What follows belongs to an exercise in optimizing a design on an open flow for a short achievable clock period and few clock cycles; a production flow would make more cautious choices. Function was checked by simulation only, so behaviour that the tests miss may differ from the original. No activity file was given, so power comes from the tool's default toggle rates.

--- flow/config.mk ---
export PLATFORM = sky130hd
export DESIGN_NAME = mem_io_responder
export DESIGN_NICKNAME = mem_io_responder
export VERILOG_FILES = /design/flow/design.v
export SDC_FILE = /design/flow/constraint.sdc
export NUM_CORES = 4
export LEC_CHECK = 0
export CAP_MARGIN = 20
export CORE_MARGIN = 2
export CORE_UTILIZATION = 40
export SLEW_MARGIN = 20
--- flow/constraint.sdc ---
create_clock -name core_clock -period 5.5 [get_ports {clk}]
set_input_delay 1.1000 -clock core_clock [delete_from_list [all_inputs] [get_ports {clk}]]
set_output_delay 1.1000 -clock core_clock [all_outputs]
set_load 0.01 [all_outputs]
--- flow/design.v ---
module mem_io_responder #(
  parameter int          Nloc      = 64,
  parameter int          Dbits     = 32,
  parameter logic [31:0] DMEM_BASE = 32'h1001_0000,
  parameter logic [31:0] IO_BASE   = 32'h1003_0000
) (
  input  logic              clk,
  input  logic              reset,
  input  logic [31:0]       mem_addr,
  input  logic              mem_rd,
  input  logic              mem_wr,
  input  logic [Dbits-1:0]  mem_writedata,
  output logic [Dbits-1:0]  mem_readdata,
  output logic              cpu_enable,
  output logic [15:0]       led
);
  localparam int AW = $clog2(Nloc);
  typedef enum logic {IDLE, LOAD_WAIT} state_t;
  state_t      state_q, state_d;
  logic [15:0] led_q, led_d;
  logic [31:0] cycle_q, cycle_d;
  logic        err_q, err_d;
  logic [Dbits-1:0] ram_mem [Nloc];
  logic [Dbits-1:0] ram_rdata_q;
  logic          aligned;
  logic          dmem_hit;
  logic          io_page;
  logic          io_led, io_cyc, io_stat, io_stall, io_hit;
  logic [AW-1:0] ram_idx;
  always_comb begin
    aligned  = (mem_addr[1:0] == 2'b00);
    dmem_hit = aligned && (mem_addr[31:16] == DMEM_BASE[31:16]) &&
               ({18'd0, mem_addr[15:2]} < 32'(Nloc));
    io_page  = aligned && (mem_addr[31:16] == IO_BASE[31:16]);
    io_led   = io_page && (mem_addr[15:0] == 16'h0000);
    io_cyc   = io_page && (mem_addr[15:0] == 16'h0004);
    io_stat  = io_page && (mem_addr[15:0] == 16'h0008);
    io_stall = 1'b0;
    io_hit   = io_led | io_cyc | io_stat | io_stall;
    ram_idx  = mem_addr[AW+1:2];
  end
  logic idle, st_req, ld_req, ram_we, ram_re;
  always_comb begin
    idle   = (state_q == IDLE);
    st_req = idle && mem_wr;
    ld_req = idle && mem_rd && !mem_wr;
    ram_we = st_req && dmem_hit && !reset;
    ram_re = ld_req && dmem_hit;
  end
  logic [Dbits-1:0] io_rdata;
  always_comb begin
    io_rdata = '0;
    if (io_led)  io_rdata = Dbits'(led_q);
    if (io_cyc)  io_rdata = Dbits'(cycle_q);
    if (io_stat) io_rdata = Dbits'({state_q == LOAD_WAIT, err_q});
  end
  always_comb begin
    cpu_enable = !ram_re;
    if (!idle)                 mem_readdata = ram_rdata_q;
    else if (ld_req && io_hit) mem_readdata = io_rdata;
    else                       mem_readdata = '0;
  end
  assign led = led_q;
  always_comb begin
    state_d = state_q;
    led_d   = led_q;
    cycle_d = cycle_q + 32'd1;
    err_d   = err_q;
    if (!idle) begin
      state_d = IDLE;
    end else if (st_req) begin
      if (dmem_hit) begin
      end else if (io_led) begin
        led_d = mem_writedata[15:0];
      end else if (io_cyc) begin
        cycle_d = 32'(mem_writedata);
      end else if (io_stat) begin
        if (mem_writedata[0]) err_d = 1'b0;
      end else if (io_stall) begin
      end else begin
        err_d = 1'b1;
      end
    end else if (ld_req) begin
      if (dmem_hit)     state_d = LOAD_WAIT;
      else if (!io_hit) err_d   = 1'b1;
    end
  end
  always_ff @(posedge clk) begin
    if (reset) begin
      state_q <= IDLE;
      led_q   <= 16'd0;
      cycle_q <= 32'd0;
      err_q   <= 1'b0;
    end else begin
      state_q <= state_d;
      led_q   <= led_d;
      cycle_q <= cycle_d;
      err_q   <= err_d;
    end
  end
  always_ff @(posedge clk) begin
    if (ram_we) ram_mem[ram_idx] <= mem_writedata;
    if (ram_re) ram_rdata_q      <= ram_mem[ram_idx];
  end
endmodule
--- flow/run.sh ---
#!/bin/bash
# synth_recipe.tcl (not shown) runs the flow's synth.tcl, then flattens the netlist and writes it again
# the make line also repeats each setting of config.mk as NAME=value (left out here)
make -C /OpenROAD-flow-scripts/flow DESIGN_CONFIG=/design/flow/config.mk WORK_HOME=/design/flow/orfs CLKGATE_MAP_FILE= SYNTH_SCRIPT=/design/flow/synth_recipe.tcl finish
==> flow_metrics.py, run 1 <==
metrics = {
    "grt": {
        "grtUsageMet3_pct": 3.93,
        "grt_remaining_overflow": 0,
        "met1_usage_pct": 32.2,
        "grt_max_degree": 67,
        "antenna_found_initial": 11,
        "top_usage_layer": "met2",
        "grt_pass1_vias": 40900,
        "grt_use_met2_pct": 35.3,
        "grt_usage_pct": 22.5,
        "grt_pass1_wl_um": 329000,
    },
    "worst_setup_path": {
        "worst_setup_path_start_kind": "input port",
        "reg2regPathDepth": 9,
        "required_ps": 4400,
        "r2r_slack_ps": 2340,
        "critPathLaunch": "mem_addr[5]",
        "path_max_fanout": 15,
        "worstSetupPathType": "input port to output pin",
        "r2r_start": "state_q$_SDFF_PP0_",
        "worstSetupEndpointType": "output pin",
        "crit_arrival_ps": 3770,
        "timing.rr.end": "ram_mem[12][12]$_DFFE_PP_",
        "endpoint": "mem_readdata[7]",
    },
    "routing": {
        "route.vias.total": 41500,
        "ant_nets": 0,
        "first_iter_violations": 5553,
        "via_per_inst": 5.95,
        "wirelength_um": 237000,
        "drcViolationCount": 0,
        "wl_per_cell_um": 33.9,
        "firstDrtPassIters": 9,
    },
    "sta": {
        "worstMarginPinSlew_ps": 959,
        "hold_viol": 0,
        "grt_setup_unrepaired": "false",
        "hold_ws_ps": 544,
        "setup_tns_ps": 0,
        "fin_skew_ps": 53.5,
        "min_period_ps": 4870,
        "setup_viol": 0,
        "max_slew_margin_pct": 36.1,
        "slew_violations": 0,
        "fmax_mhz": 205,
        "fin_crit_sh_pct": 88.6,
    },
    "synth": {
        "synth_area_um2": 82000,
        "ys_top_cells_by_area": "edfxtp_1 (76%), mux4_2 (13%), mux2i_1 (3.7%), dfxtp_1 (1.2%), o22ai_1 (0.82%)",
        "netlist_instances": 3727,
        "yosys.cell_count.top_type": "edfxtp_1",
        "syn_avg_cell_area_um2": 22.0,
        "synth_top_area_cell": "edfxtp_1",
        "yosysWarnings": 1,
        "ys_ff_latch": 2130,
        "yosys.cell_types.count": 54,
        "synth-edff-count": 2080,
        "synth_top_area_share_pct": 76.2,
        "syn_nets": 3796,
        "async_reset_ff_share_pct": 0,
        "synthFlopType": "edfxtp_1",
        "synth_top_cells_by_count": "edfxtp_1 (2,080), mux4_2 (484), mux2i_1 (300)",
        "ys_seq_area_share_pct": 77.4,
    },
    "clock_tree": {
        "cts_hold_buf": 0,
        "insertion_delay_ps": 850,
        "cts_buffer_depth": 3,
        "clkSlewWorstSetupHoldPaths_ps": 60,
        "cts_made_buffers": 210,
        "postCtsSetupBuffers": 0,
        "cts_resized": 0,
        "ctsHtreeMaxLevel": 4,
        "cts_sinks": 2130,
        "root_buffer": "clkbuf_16",
        "cts_tree": "done",
    },
    "die": {
        "dieWidth_um": 457,
        "die_area_um2": 209000,
        "num_rows": 166,
        "start_util_pct": 40.2,
        "io_pins": 117,
        "fp.coreArea_um2": 204000,
        "dieHeight_um": 457,
    },
    "cells_and_area": {
        "final_cells": 6981,
        "syn_to_final_growth_pct": 16.1,
        "fin_nets": 4182,
        "register_area_um2": 63500,
        "fillers": 16800,
        "drive_gt1_share_pct": 26.9,
        "multi_input_area_um2": 18000,
    },
    "placement": {
        "gp_congestion": 0.852,
        "io_buffers": 116,
        "hpwl_um": 146000,
        "dp_cells": 6589,
    },
    "power_and_ir_drop": {
        "p_leak_nw": 30.1,
        "p_total_mw": 33.1,
        "cellPowerDensity_nw_per_um2": 348,
        "ir_drop_uv": 251,
    },
    "worst_hold_path": {
        "hp-class": "flop to flop",
    },
    "job": {
        "maxCapViolCount": 0,
    },
    "run_status": {
        "status": "finished clean",
    },
}
-- kinds of logic (layout without fill, tap and decap cells) --
family                   count (synthesis)  after routing  share of synthesized area [%]
multiplexers                           784            784                           17.0
other                                    0              6                              0
AND/OR/NAND/NOR                        334            334                           2.08
adder cells (fa/ha/maj)                  1              1                         0.0153
XOR/XNOR                                30             30                          0.321
flip-flops                            2130           2130                           77.4
buffers and inverters                  217            777                           1.20
AO/OA/AOI/OAI                          231            231                           2.01
-- critical path: stages --
cell and delay, ps:
clkdlybuf4s50_1 420, nor3_1 240, nand3_1 260, or3_1 460, nor3b_2 200, buf_4 310
a221o_1 220, clkdlybuf4s50_1 540
-- cells in the final DEF (no fill, tap or decap), drive strengths merged, types with 24 or more instances in the layout --
cell type      instances
edfxtp              2080
mux4                 484
buf                  303
mux2i                300
clkbuf               262
nor2                 129
o22ai                107
clkinv               103
clkdlybuf4s50         80
dfxtp                 50
nand2                 45
nand3                 34
or4                   31
a211oi                31
a22oi                 24
-- final cells by class --
type	count	area share [%]
well taps	2688	3.53
inverters	8	0.0447
repair buffers	383	3.95
clock inverters	124	1.10
multi-input cells	1380	18.9
clock buffers	262	5.76
diodes	6	0.0158
flip-flops and latches	2130	66.7
-- flip-flops by register name, indices dropped and copies added (netlist names) --
signal,cells
led_q,16
cycle_q,32
err_q,1
ram_mem,2048
state_q,1
ram_rdata_q,32
-- how the worst min path moves through the flow --
stage | from | end | slack, ps | depth (start not counted)
after global placement | led_q[4]$_SDFFE_PP0P_ | led_q[4]$_SDFFE_PP0P_ | 510 | 2
after detailed placement | led_q[2]$_SDFFE_PP0P_ | led_q[2]$_SDFFE_PP0P_ | 530 | 2
after floorplan | cycle_q[0]$_SDFF_PP0_ | cycle_q[0]$_SDFF_PP0_ | 490 | 1
final | led_q[11]$_SDFFE_PP0P_ | led_q[11]$_SDFFE_PP0P_ | 540 | 2
after CTS | mem_writedata[15] | ram_mem[53][15]$_DFFE_PP_ | 510 | 1
after global routing | mem_writedata[15] | ram_mem[50][15]$_DFFE_PP_ | 540 | 1
-- per-layer routing --
metal / vias to the layer above / share of wire (%) / wire, um
met3: 312 / 7.8 / 18500
met4: 2 / 3.0 / 7210
met2: 1951 / 48 / 113000
met1: 22700 / 42 / 98400
met5: - / 0.0085 / 20
li1: 16600 / - / -
-- power by group --
part | leakage (nW) | switching [mW] | internal [mW]
Clock | 3.18 | 6.13 | 7.59
Sequential | 19.1 | 0.00296 | 17.8
Combinational | 7.81 | 1.03 | 0.574
-- through the flow --
step | setup WS [ps] | cell area, um2 | util, %
3_3_place_gp | 617 | 88700 | 43.4
5_1_grt | 480 | 95200 | 46.6
6_report | 627 | 95200 | 46.6
3_5_place_dp | 622 | 88700 | 43.4
2_1_floorplan | 1030 | 82000 | -
4_1_cts | 618 | 95200 | 46.6
Testbench counts, summed over its fixed seeds: cycles 31,777.
==> run 2: changes to the inputs <==
==> flow/design.v (replaced) <==
module mem_io_responder #(
  parameter int          Nloc      = 64,
  parameter int          Dbits     = 32,
  parameter logic [31:0] DMEM_BASE = 32'h1001_0000,
  parameter logic [31:0] IO_BASE   = 32'h1003_0000
) (
  input  logic              clk,
  input  logic              reset,
  input  logic [31:0]       mem_addr,
  input  logic              mem_rd,
  input  logic              mem_wr,
  input  logic [Dbits-1:0]  mem_writedata,
  output logic [Dbits-1:0]  mem_readdata,
  output logic              cpu_enable,
  output logic [15:0]       led
);
  localparam int AW = $clog2(Nloc);
  logic        wait_q;           
  logic [15:0] led_q;
  logic [31:0] cycle_q, cycle_inc;
  logic        err_q;
  logic [Dbits-1:0] ram_mem [Nloc];
  logic [Dbits-1:0] rdata_q, rdata_d;
  logic          aligned;
  logic          dmem_hit;
  logic          io_page;
  logic          io_led, io_cyc, io_stat, io_hit;
  logic [AW-1:0] ram_idx;
  always_comb begin
    aligned  = (mem_addr[1:0] == 2'b00);
    dmem_hit = aligned && (mem_addr[31:16] == DMEM_BASE[31:16]) &&
               ({18'd0, mem_addr[15:2]} < 32'(Nloc));
    io_page  = aligned && (mem_addr[31:16] == IO_BASE[31:16]);
    io_led   = io_page && (mem_addr[15:0] == 16'h0000);
    io_cyc   = io_page && (mem_addr[15:0] == 16'h0004);
    io_stat  = io_page && (mem_addr[15:0] == 16'h0008);
    io_hit   = io_led | io_cyc | io_stat;
    ram_idx  = mem_addr[AW+1:2];
  end
  logic done, st_req, ld_req;
  always_comb begin
    done   = !mem_rd || wait_q;
    st_req = done && mem_wr;
    ld_req = done && mem_rd && !mem_wr;
  end
  assign cycle_inc = cycle_q + 32'd1;
  always_comb begin
    rdata_d = '0;
    if (dmem_hit) rdata_d = ram_mem[ram_idx];
    if (io_led)   rdata_d = Dbits'(led_q);
    if (io_cyc)   rdata_d = Dbits'(cycle_inc);
    if (io_stat)  rdata_d = Dbits'(err_q);
  end
  assign cpu_enable   = done;
  assign mem_readdata = rdata_q;
  assign led          = led_q;
  always_ff @(posedge clk) begin
    rdata_q <= rdata_d;
    if (reset) begin
      wait_q  <= 1'b0;
      led_q   <= 16'd0;
      cycle_q <= 32'd0;
      err_q   <= 1'b0;
    end else begin
      wait_q  <= mem_rd && !wait_q;
      cycle_q <= cycle_inc;
      if (st_req) begin
        if (dmem_hit) begin
        end else if (io_led) begin
          led_q <= mem_writedata[15:0];
        end else if (io_cyc) begin
          cycle_q <= 32'(mem_writedata);
        end else if (io_stat) begin
          if (mem_writedata[0]) err_q <= 1'b0;
        end else begin
          err_q <= 1'b1;
        end
      end else if (ld_req) begin
        if (!dmem_hit && !io_hit) err_q <= 1'b1;
      end
    end
  end
  always_ff @(posedge clk) begin
    if (st_req && dmem_hit && !reset) ram_mem[ram_idx] <= mem_writedata;
  end
endmodule
--- a/flow/config.mk
+++ b/flow/config.mk
@@ -5,7 +5,10 @@
 export SDC_FILE = /design/flow/constraint.sdc
 export NUM_CORES = 4
 export LEC_CHECK = 0
+export ABC_CLOCK_PERIOD_IN_PS = 2500
 export CAP_MARGIN = 20
 export CORE_MARGIN = 2
 export CORE_UTILIZATION = 40
+export SETUP_SLACK_MARGIN = 3.0
 export SLEW_MARGIN = 20
+export TNS_END_PERCENT = 100
==> run 2 against run 1 <==
  * Clock-buffer cell count grew 7
  * Register-to-register slack better by 400 ps
  * Still clean on timing, DRC and antenna
  * Largest power group unchanged
  * Synthesized cell count grew 5.2%
  * Synthesized area rose by 0.42%
  * Final cell count is 12% higher
  * Design area up 15%
  * Global-route usage rose by 4.5 points
  * Critical path type is now input port to flop
  * Non-clock buffer count is 653 higher
  * Sequential share of layout area decreased by 9.0 points
==> flow_metrics.py, run 2 <==
metrics = {
    "run_status": {
        "status": "finished clean",
    },
    "synth": {
        "synth_top_cells_by_count": "edfxtp_1 (2,048), mux4_2 (490), nor2_1 (195)",
        "synth_area_um2": 82300,
        "synth_top_area_cell": "edfxtp_1",
        "syn_avg_cell_area_um2": 21.0,
        "ys_ff_latch": 2130,
        "ys_top_cells_by_area": "edfxtp_1 (75%), mux4_2 (13%), mux2i_1 (2.2%), dfxtp_1 (2.0%), nor2_1 (0.89%)",
        "yosysWarnings": 1,
        "syn_nets": 3989,
        "netlist_instances": 3920,
        "async_reset_ff_share_pct": 0,
        "synthFlopType": "edfxtp_1",
        "yosys.cell_count.top_type": "edfxtp_1",
        "synth-edff-count": 2048,
        "yosys.cell_types.count": 70,
        "synth_top_area_share_pct": 74.7,
        "ys_seq_area_share_pct": 76.7,
    },
    "cells_and_area": {
        "final_util_pct": 53.6,
        "drive_gt1_share_pct": 43.2,
        "fin_nets": 5015,
        "regMostFlops": "ram_mem",
        "mostFrequentLayoutCells": "edfxtp_1 (2,048), mux4_2 (490), buf_4 (272)",
        "syn_to_final_growth_pct": 33.3,
        "largest_reg_flops": 2048,
        "mostFrequentLayoutCell": "edfxtp_1",
        "reg_top3": "ram_mem (2048), cycle_q (32), rdata_q (32)",
    },
    "die": {
        "dieWidth_um": 458,
        "dieHeight_um": 458,
        "num_rows": 166,
        "start_util_pct": 40.2,
        "fp.coreArea_um2": 205000,
        "die_area_um2": 209000,
        "io_pins": 117,
    },
    "power_and_ir_drop": {
        "p_leak_nw": 36.1,
        "p_comb_share_pct": 6.7,
        "switching_share_pct": 22.7,
        "ir_drop_uv": 341,
        "p_int_mw": 26.4,
        "cellPowerDensity_nw_per_um2": 311,
        "p_total_mw": 34.1,
        "p_clk_share_pct": 41.2,
        "power_switching_mw": 7.73,
        "seqPwrFrac_pct": 52.1,
    },
    "clock_tree": {
        "cts_made_buffers": 208,
        "insertion_delay_ps": 870,
        "clkSlewWorstSetupHoldPaths_ps": 60,
        "cts_buffer_depth": 3,
        "root_buffer": "clkbuf_16",
        "cts_sinks": 2130,
        "ctsHtreeMaxLevel": 4,
        "cts_tree": "done",
    },
    "worst_setup_path": {
        "path_delay_family": "buffers and inverters",
        "cp_slowest_cell": "or2_4",
        "r2r_start": "wait_q$_SDFF_PP0_",
        "path_max_fanout": 8,
        "crit_arrival_ps": 3620,
        "slowest_delay_ps": 340,
        "cp.buffers_inverters": 9,
        "crit_chain": "dlygate4sd2_1, nor3_2, nand3_2, or2_4, buf_6, nor4b_4, buf_4, buf_6, nand3_4, buf_12, buf_12, nor2_4, buf_6, buf_12, buf_16",
        "critPathLaunch": "mem_addr[31]",
        "worst_setup_path_start_kind": "input port",
        "worstSetupPathType": "input port to flop",
        "worstSetupEndpointType": "flop",
        "required_ps": 6070,
    },
    "routing": {
        "wl_per_cell_um": 39.2,
        "firstDrtPassIters": 5,
        "via_per_inst": 6.26,
        "first_iter_violations": 8396,
        "route.vias.total": 49000,
        "drcViolationCount": 0,
        "ant_nets": 0,
        "wirelength_um": 307000,
    },
    "sta": {
        "fin_crit_sh_pct": 55.4,
        "setup_viol": 0,
        "fmax_mhz": 328,
        "fin_skew_ps": 30.9,
        "worstMarginPinSlew_ps": 1120,
        "hold_viol": 0,
        "slew_violations": 0,
        "grt_setup_unrepaired": "true",
        "setup_tns_ps": 0,
        "max_slew_margin_pct": 25.2,
        "min_period_ps": 3040,
    },
    "grt": {
        "grt_max_degree": 67,
        "grt_pass1_vias": 45400,
        "antenna_found_initial": 20,
        "grt_usage_pct": 27.0,
        "grt_pass1_wl_um": 386000,
        "grt_remaining_overflow": 0,
    },
    "job": {
        "maxCapViolCount": 0,
    },
    "placement": {
        "hpwl_um": 154000,
        "io_buffers": 116,
        "gp_congestion": 0.956,
    },
    "worst_hold_path": {
        "hp-class": "input port to flop",
        "hold_start": "mem_writedata[29]",
    },
}
==> run 2: cell count changes in the layout (fill, tap and decap cells not counted), sizes merged, moves of 66 or more <==
| cell | change |
|---|---|
| nor2 | +66 |
| clkbuf | +68 |
| buf | +648 |
| clkdlybuf4s50 | -80 |
| mux2i | -118 |
| nand2 | +100 |
==> run 2: cell families (layout without fill, tap and decap cells) <==
kind of cell,after synthesis,count (layout),synth area share [%]
DFF,2130,2130,76.7
muxes,715,715,16.2
and+or+nand+nor,499,499,2.69
AOI/OAI and AO/OA,318,318,2.59
buffers and inverters,227,1432,1.48
xor gates and xnor gates,30,30,0.319
adders and majority gates,1,1,0.0152
other,0,6,0
==> run 2: stage by stage <==
step	instance area, um2	hold slack [ps]	setup WS, ps	instances
2_1_floorplan	84100	455	1810	3920
3_3_place_gp	89000	470	795	6768
3_5_place_dp	89000	477	702	6768
4_1_cts	105000	395	2570	7588
5_1_grt	110000	415	2400	7813
6_report	110000	435	2460	7819
==> run 2: path summary, 6_finish.rpt <==
check                                   end  slack, ps  cells after the start
setup reg to reg  ram_mem[38][27]$_DFFE_PP_       2740                     15
setup / recovery  ram_mem[35][21]$_DFFE_PP_       2460                     15
hold reg to reg          err_q$_SDFFE_PP0P_        500                      2
hold / removal     ram_mem[8][29]$_DFFE_PP_        430                      1
==> run 2: power by group through the flow <==
stage               Combinational, mW  Sequential [mW]  Clock [mW]
finish                           2.28             17.7        14.1
global route                     2.31             17.7        14.7
CTS                              2.05             17.7        14.1
detailed placement               1.78             18.1           0
global placement                 1.76             18.1           0
floorplan                       0.923             18.1           0
==> run 2: timing repair <==
action	in CTS	in global routing
buffers inserted	291	147
pin swaps	66	92
setup endpoints to repair	2178	2134
gates cloned	140	76
hold buffers	0	0
resized for setup	1127	286
==> run 2: layout make-up <==
class / instances / area, um2
multi-input combinational: 1563 / 20300
inverter: 6 / 52.6
timing repair buffer: 1036 / 16100
tap: 2688 / 3360
clock buffer: 269 / 5560
timing repair inverter: 1 / 8.76
clock inverter: 120 / 1050
antenna: 6 / 15.0
fill: 15100 / 94800
sequential: 2130 / 63300
==> run 2: worst register-to-register path: stages (launching register included) <==
cell and delay (ps):
dfxtp_1 310, nand2b_4 140, buf_12 110, nand2_1 150
nor2_1 210, nor4b_4 240, buf_6 150, buf_12 110
nand2_8 50, buf_12 150, buf_6 120, buf_6 120
nor2_4 140, buf_12 160, buf_8 150, buf_16 140
==> run 2: routing by layer <==
layer | GRT usage, % | vias to the layer above | share of wire, %
li1 | - | 18500 | -
met1 | 35.3 | 25900 | 35
met2 | 42.5 | 3729 | 46
met3 | 7.10 | 805 | 12
met4 | 11.8 | 12 | 6.3
met5 | 0 | - | 0.029
Testbench counts of run 2, summed over its fixed seeds: cycles 32,650.
==> run 3: changes to the inputs <==
--- a/flow/design.v
+++ b/flow/design.v
@@ -20,20 +20,24 @@
   logic [31:0] cycle_q, cycle_inc;
   logic        err_q;
   logic [Dbits-1:0] ram_mem [Nloc];
-  logic [Dbits-1:0] rdata_q, rdata_d;
+  logic [Dbits-1:0] rdata_q, rdata_d, ram_rd;
+  logic             wb_vld_q;
+  logic [AW-1:0]    wb_idx_q;
+  logic [Dbits-1:0] wb_data_q;
   logic          aligned;
   logic          dmem_hit;
-  logic          io_page;
+  logic          io_base;
   logic          io_led, io_cyc, io_stat, io_hit;
   logic [AW-1:0] ram_idx;
   always_comb begin
     aligned  = (mem_addr[1:0] == 2'b00);
     dmem_hit = aligned && (mem_addr[31:16] == DMEM_BASE[31:16]) &&
-               ({18'd0, mem_addr[15:2]} < 32'(Nloc));
-    io_page  = aligned && (mem_addr[31:16] == IO_BASE[31:16]);
-    io_led   = io_page && (mem_addr[15:0] == 16'h0000);
-    io_cyc   = io_page && (mem_addr[15:0] == 16'h0004);
-    io_stat  = io_page && (mem_addr[15:0] == 16'h0008);
+               (mem_addr[15:AW+2] == '0);
+    io_base  = aligned && (mem_addr[31:16] == IO_BASE[31:16]) &&
+               (mem_addr[15:4] == 12'd0);
+    io_led   = io_base && (mem_addr[3:2] == 2'd0);
+    io_cyc   = io_base && (mem_addr[3:2] == 2'd1);
+    io_stat  = io_base && (mem_addr[3:2] == 2'd2);
     io_hit   = io_led | io_cyc | io_stat;
     ram_idx  = mem_addr[AW+1:2];
   end
@@ -45,8 +49,10 @@
   end
   assign cycle_inc = cycle_q + 32'd1;
   always_comb begin
+    if (wb_vld_q && wb_idx_q == ram_idx) ram_rd = wb_data_q;
+    else                                 ram_rd = ram_mem[ram_idx];
     rdata_d = '0;
-    if (dmem_hit) rdata_d = ram_mem[ram_idx];
+    if (dmem_hit) rdata_d = ram_rd;
     if (io_led)   rdata_d = Dbits'(led_q);
     if (io_cyc)   rdata_d = Dbits'(cycle_inc);
     if (io_stat)  rdata_d = Dbits'(err_q);
@@ -55,15 +61,19 @@
   assign mem_readdata = rdata_q;
   assign led          = led_q;
   always_ff @(posedge clk) begin
-    rdata_q <= rdata_d;
+    rdata_q   <= rdata_d;
+    wb_idx_q  <= ram_idx;
+    wb_data_q <= mem_writedata;
     if (reset) begin
-      wait_q  <= 1'b0;
-      led_q   <= 16'd0;
-      cycle_q <= 32'd0;
-      err_q   <= 1'b0;
+      wait_q   <= 1'b0;
+      wb_vld_q <= 1'b0;
+      led_q    <= 16'd0;
+      cycle_q  <= 32'd0;
+      err_q    <= 1'b0;
     end else begin
-      wait_q  <= mem_rd && !wait_q;
-      cycle_q <= cycle_inc;
+      wait_q   <= mem_rd && !wait_q;
+      wb_vld_q <= st_req && dmem_hit;
+      cycle_q  <= cycle_inc;
       if (st_req) begin
         if (dmem_hit) begin
         end else if (io_led) begin
@@ -81,6 +91,6 @@
     end
   end
   always_ff @(posedge clk) begin
-    if (st_req && dmem_hit && !reset) ram_mem[ram_idx] <= mem_writedata;
+    if (wb_vld_q) ram_mem[wb_idx_q] <= wb_data_q;
   end
 endmodule
--- a/flow/config.mk
+++ b/flow/config.mk
@@ -5,10 +5,10 @@
 export SDC_FILE = /design/flow/constraint.sdc
 export NUM_CORES = 4
 export LEC_CHECK = 0
-export ABC_CLOCK_PERIOD_IN_PS = 2500
+export ABC_CLOCK_PERIOD_IN_PS = 2000
 export CAP_MARGIN = 20
 export CORE_MARGIN = 2
-export CORE_UTILIZATION = 40
+export CORE_UTILIZATION = 50
 export SETUP_SLACK_MARGIN = 3.0
 export SLEW_MARGIN = 20
 export TNS_END_PERCENT = 100
==> run 3 against run 2 <==
  * Worst hold slack better by 75 ps
  * Register-to-register slack better by 140 ps
  * Fmax is 5.7% higher
  * Critical path depth is 2 lower
  * Via count is 8.3% lower
  * Clock-buffer cell count is 14 higher
  * Highest routed layer unchanged
==> flow_metrics.py, run 3 <==
metrics = {
    "cells_and_area": {
        "fin_nets": 4524,
        "fillers": 11400,
        "mostFrequentLayoutCell": "edfxtp_1",
        "regMostFlops": "ram_mem",
        "largest_reg_flops": 2048,
        "final_cells": 6837,
        "final_util_pct": 61.4,
        "mostFrequentLayoutCells": "edfxtp_1 (2,048), mux4_2 (569), buf_4 (323)",
        "drive_gt1_share_pct": 40.7,
        "syn_to_final_growth_pct": 21.9,
    },
    "worst_setup_path": {
        "slowest_delay_ps": 500,
        "cp.buffers_inverters": 7,
        "worstSetupEndpointType": "flop",
        "crit_chain": "buf_16, buf_6, buf_6, buf_12, buf_4, buf_6, buf_12, mux4_2, a22oi_2, a21oi_2, o41a_1, a21oi_2, o22ai_1",
        "required_ps": 6230,
        "crit_arrival_ps": 3610,
        "path_delay_family": "compound AO/OA/AOI/OAI gates",
        "worstSetupPathType": "input port to flop",
        "path_max_fanout": 7,
        "worst_setup_path_start_kind": "input port",
        "cp_common_cell": "buf_6",
        "cp_slowest_cell": "o41a_1",
    },
    "die": {
        "die_area_um2": 169000,
        "fp.coreArea_um2": 165000,
        "num_rows": 149,
        "dieWidth_um": 412,
        "io_pins": 117,
        "start_util_pct": 50.3,
        "dieHeight_um": 412,
    },
    "synth": {
        "ys_seq_area_share_pct": 76.9,
        "synth_top_area_cell": "edfxtp_1",
        "synth_top_cells_by_count": "edfxtp_1 (2,048), mux4_2 (569), nand2_1 (156)",
        "synth-edff-count": 2048,
        "netlist_instances": 3810,
        "syn_nets": 3879,
        "synth_area_um2": 83100,
        "async_reset_ff_share_pct": 0,
        "ys_top_cells_by_area": "edfxtp_1 (74%), mux4_2 (15%), dfxtp_1 (2.9%), nand2_1 (0.70%), nor2_1 (0.69%)",
        "synthFlopType": "edfxtp_1",
        "syn_avg_cell_area_um2": 21.8,
        "yosysWarnings": 1,
        "yosys.cell_count.top_type": "edfxtp_1",
        "synth_top_area_share_pct": 74.0,
        "ys_ff_latch": 2169,
        "yosys.cell_types.count": 79,
    },
    "power_and_ir_drop": {
        "p_leak_nw": 32.6,
        "ir_drop_uv": 335,
        "cellPowerDensity_nw_per_um2": 341,
        "p_total_mw": 34.6,
    },
    "clock_tree": {
        "cts_tree": "done",
        "cts_sinks": 2169,
        "ctsHtreeMaxLevel": 4,
        "cts_made_buffers": 216,
        "clkSlewWorstSetupHoldPaths_ps": 70,
        "cts_buffer_depth": 3,
        "root_buffer": "clkbuf_16",
        "insertion_delay_ps": 870,
    },
    "routing": {
        "first_iter_violations": 6985,
        "firstDrtPassIters": 6,
        "drcViolationCount": 0,
        "wirelength_um": 261000,
        "wl_per_cell_um": 38.1,
        "ant_nets": 0,
        "via_per_inst": 6.57,
        "route.vias.total": 44900,
    },
    "grt": {
        "antenna_found_initial": 15,
        "grt_usage_pct": 30.8,
        "grt_pass1_wl_um": 354000,
        "grt_max_degree": 66,
        "grt_remaining_overflow": 0,
        "grt_pass1_vias": 43300,
    },
    "worst_hold_path": {
        "hp-class": "flop to flop",
    },
    "sta": {
        "max_slew_margin_pct": 30.8,
        "slew_violations": 0,
        "grt_setup_unrepaired": "true",
        "hold_viol": 0,
        "fin_skew_ps": 39.4,
        "fmax_mhz": 347,
        "setup_viol": 0,
        "setup_tns_ps": 0,
        "fin_crit_sh_pct": 52.3,
        "worst_slack_ps": 2620,
        "min_period_ps": 2880,
        "worstMarginPinSlew_ps": 1040,
    },
    "run_status": {
        "status": "finished clean",
    },
    "placement": {
        "pre_cts_slack_ps": 748,
        "gp_congestion": 0.880,
        "hpwl_um": 147000,
        "dp_cells": 6121,
        "io_buffers": 116,
    },
    "job": {
        "maxCapViolCount": 0,
    },
}
-- run 3: repair_timing --
action	4_1_cts	5_1_grt
pin swaps	110	68
setup endpoints to repair	1746	711
gates cloned	23	9
setup buffers	228	45
hold buffers	0	0
gates resized for setup	723	230
-- run 3: cell type report --
| cell class | count | area, um2 | area share, % |
|---|---|---|---|
| sequential | 2169 | 64200 | 63.3 |
| multi-input combinational | 1421 | 20000 | 19.7 |
| timing repair buffer | 632 | 7340 | 7.24 |
| clock buffer | 283 | 5840 | 5.77 |
| tap | 2189 | 2740 | 2.70 |
| clock inverter | 125 | 1110 | 1.10 |
| inverter | 15 | 97.6 | 0.0964 |
| antenna | 3 | 7.51 | 0.00741 |
-- run 3: path summary, 6_finish.rpt --
| kind | to | cells past startpoint | slack (ps) | startpoint |
|---|---|---|---|---|
| hold reg to reg | err_q$_SDFFE_PP0P_ | 2 | 510 | err_q$_SDFFE_PP0P_ |
| setup reg to reg | rdata_q[25]$_SDFF_PP0_ | 5 | 2880 | cycle_q[3]$_SDFF_PP0_ |
| setup / recovery | rdata_q[24]$_SDFF_PP0_ | 13 | 2620 | mem_addr[2] |
| hold / removal | err_q$_SDFFE_PP0P_ | 2 | 510 | err_q$_SDFFE_PP0P_ |
-- run 3: report_power, final --
part / internal [mW] / leakage [nW] / switching (mW)
sequential: 18.0 / 19.4 / 0.0649
clock: 8.15 / 3.40 / 6.35
combinational: 0.814 / 9.73 / 1.14
total: 27.0 / 32.6 / 7.55
-- run 3: metrics by stage --
step                instance area [um2]  hold WS [ps]
finish                           101000           510
global route                     101000           518
CTS                               99800           463
detailed placement                88500           454
global placement                  88300           451
floorplan                         83800           437
-- run 3: cells by family (layout without fill, tap and decap cells) --
kind of cell               after synthesis  in the layout  synth area share (%)
DFF                                   2169           2169                  76.9
muxes                                  628            628                  16.2
and+or+nand+nor                        482            485                  2.80
AOI/OAI and AO/OA                      271            271                  2.33
buffers and inverters                  223           1055                  1.37
xor gates and xnor gates                36             36                 0.380
adders and majority gates                1              1                0.0151
other                                    0              3                     0
-- run 3: worst min-delay path, stage by stage, from the launching register on --
cell and delay (ps):
dfxtp_1 320, nand2_1 80, a21oi_1 60
-- run 3: metal layers --
layer  vias to the layer above  global-route usage (%)  part of all wire, %
li1                      17400                       -                    -
met1                     24000                    43.2                   38
met2                      2981                    45.6                   45
met3                       513                    9.20                   12
met4                         8                    12.0                  4.3
met5                         -                   0.904                0.088
Testbench counts of run 3, summed over its fixed seeds: cycles 32,650.

separate check: timing with driven ports:
The flow's constraints put no driver on any port. The routed layouts listed below were extracted and timed again, unchanged, in two steps.
Step 1, drivers: a clkbuf_16 drives clk and a buf_2 each remaining input, both assumed.
Step 2 also shifts input and output timing later by t, the mid clock arrival at the registers, as if the neighbouring blocks saw the same clock.
Three values: ideal, step 1, step 2; two values: the first two.
| run | t, ns | setup slack, ns | slew at the worst register clock pin (ns) | worst slew at a driven data input, ns | pins driven straight from the clock port |
|---|---|---|---|---|---|
| run 1 | 0.917 | 0.627 / 0.598 / 0.598 | 0.07 / 0.07 | 0.11 | 1 |
| run 2 | 0.945 | 2.455 / 2.332 / 1.387 | 0.07 / 0.07 | 0.49 | 1 |
| run 3 | 0.941 | 2.621 / 2.412 / 1.471 | 0.07 / 0.07 | 0.40 | 1 |
After both steps every run listed still meets setup and hold. For run 3, which loses most, drivers alone change the setup slack by -0.209 ns; drivers and shift together by -1.150 ns.
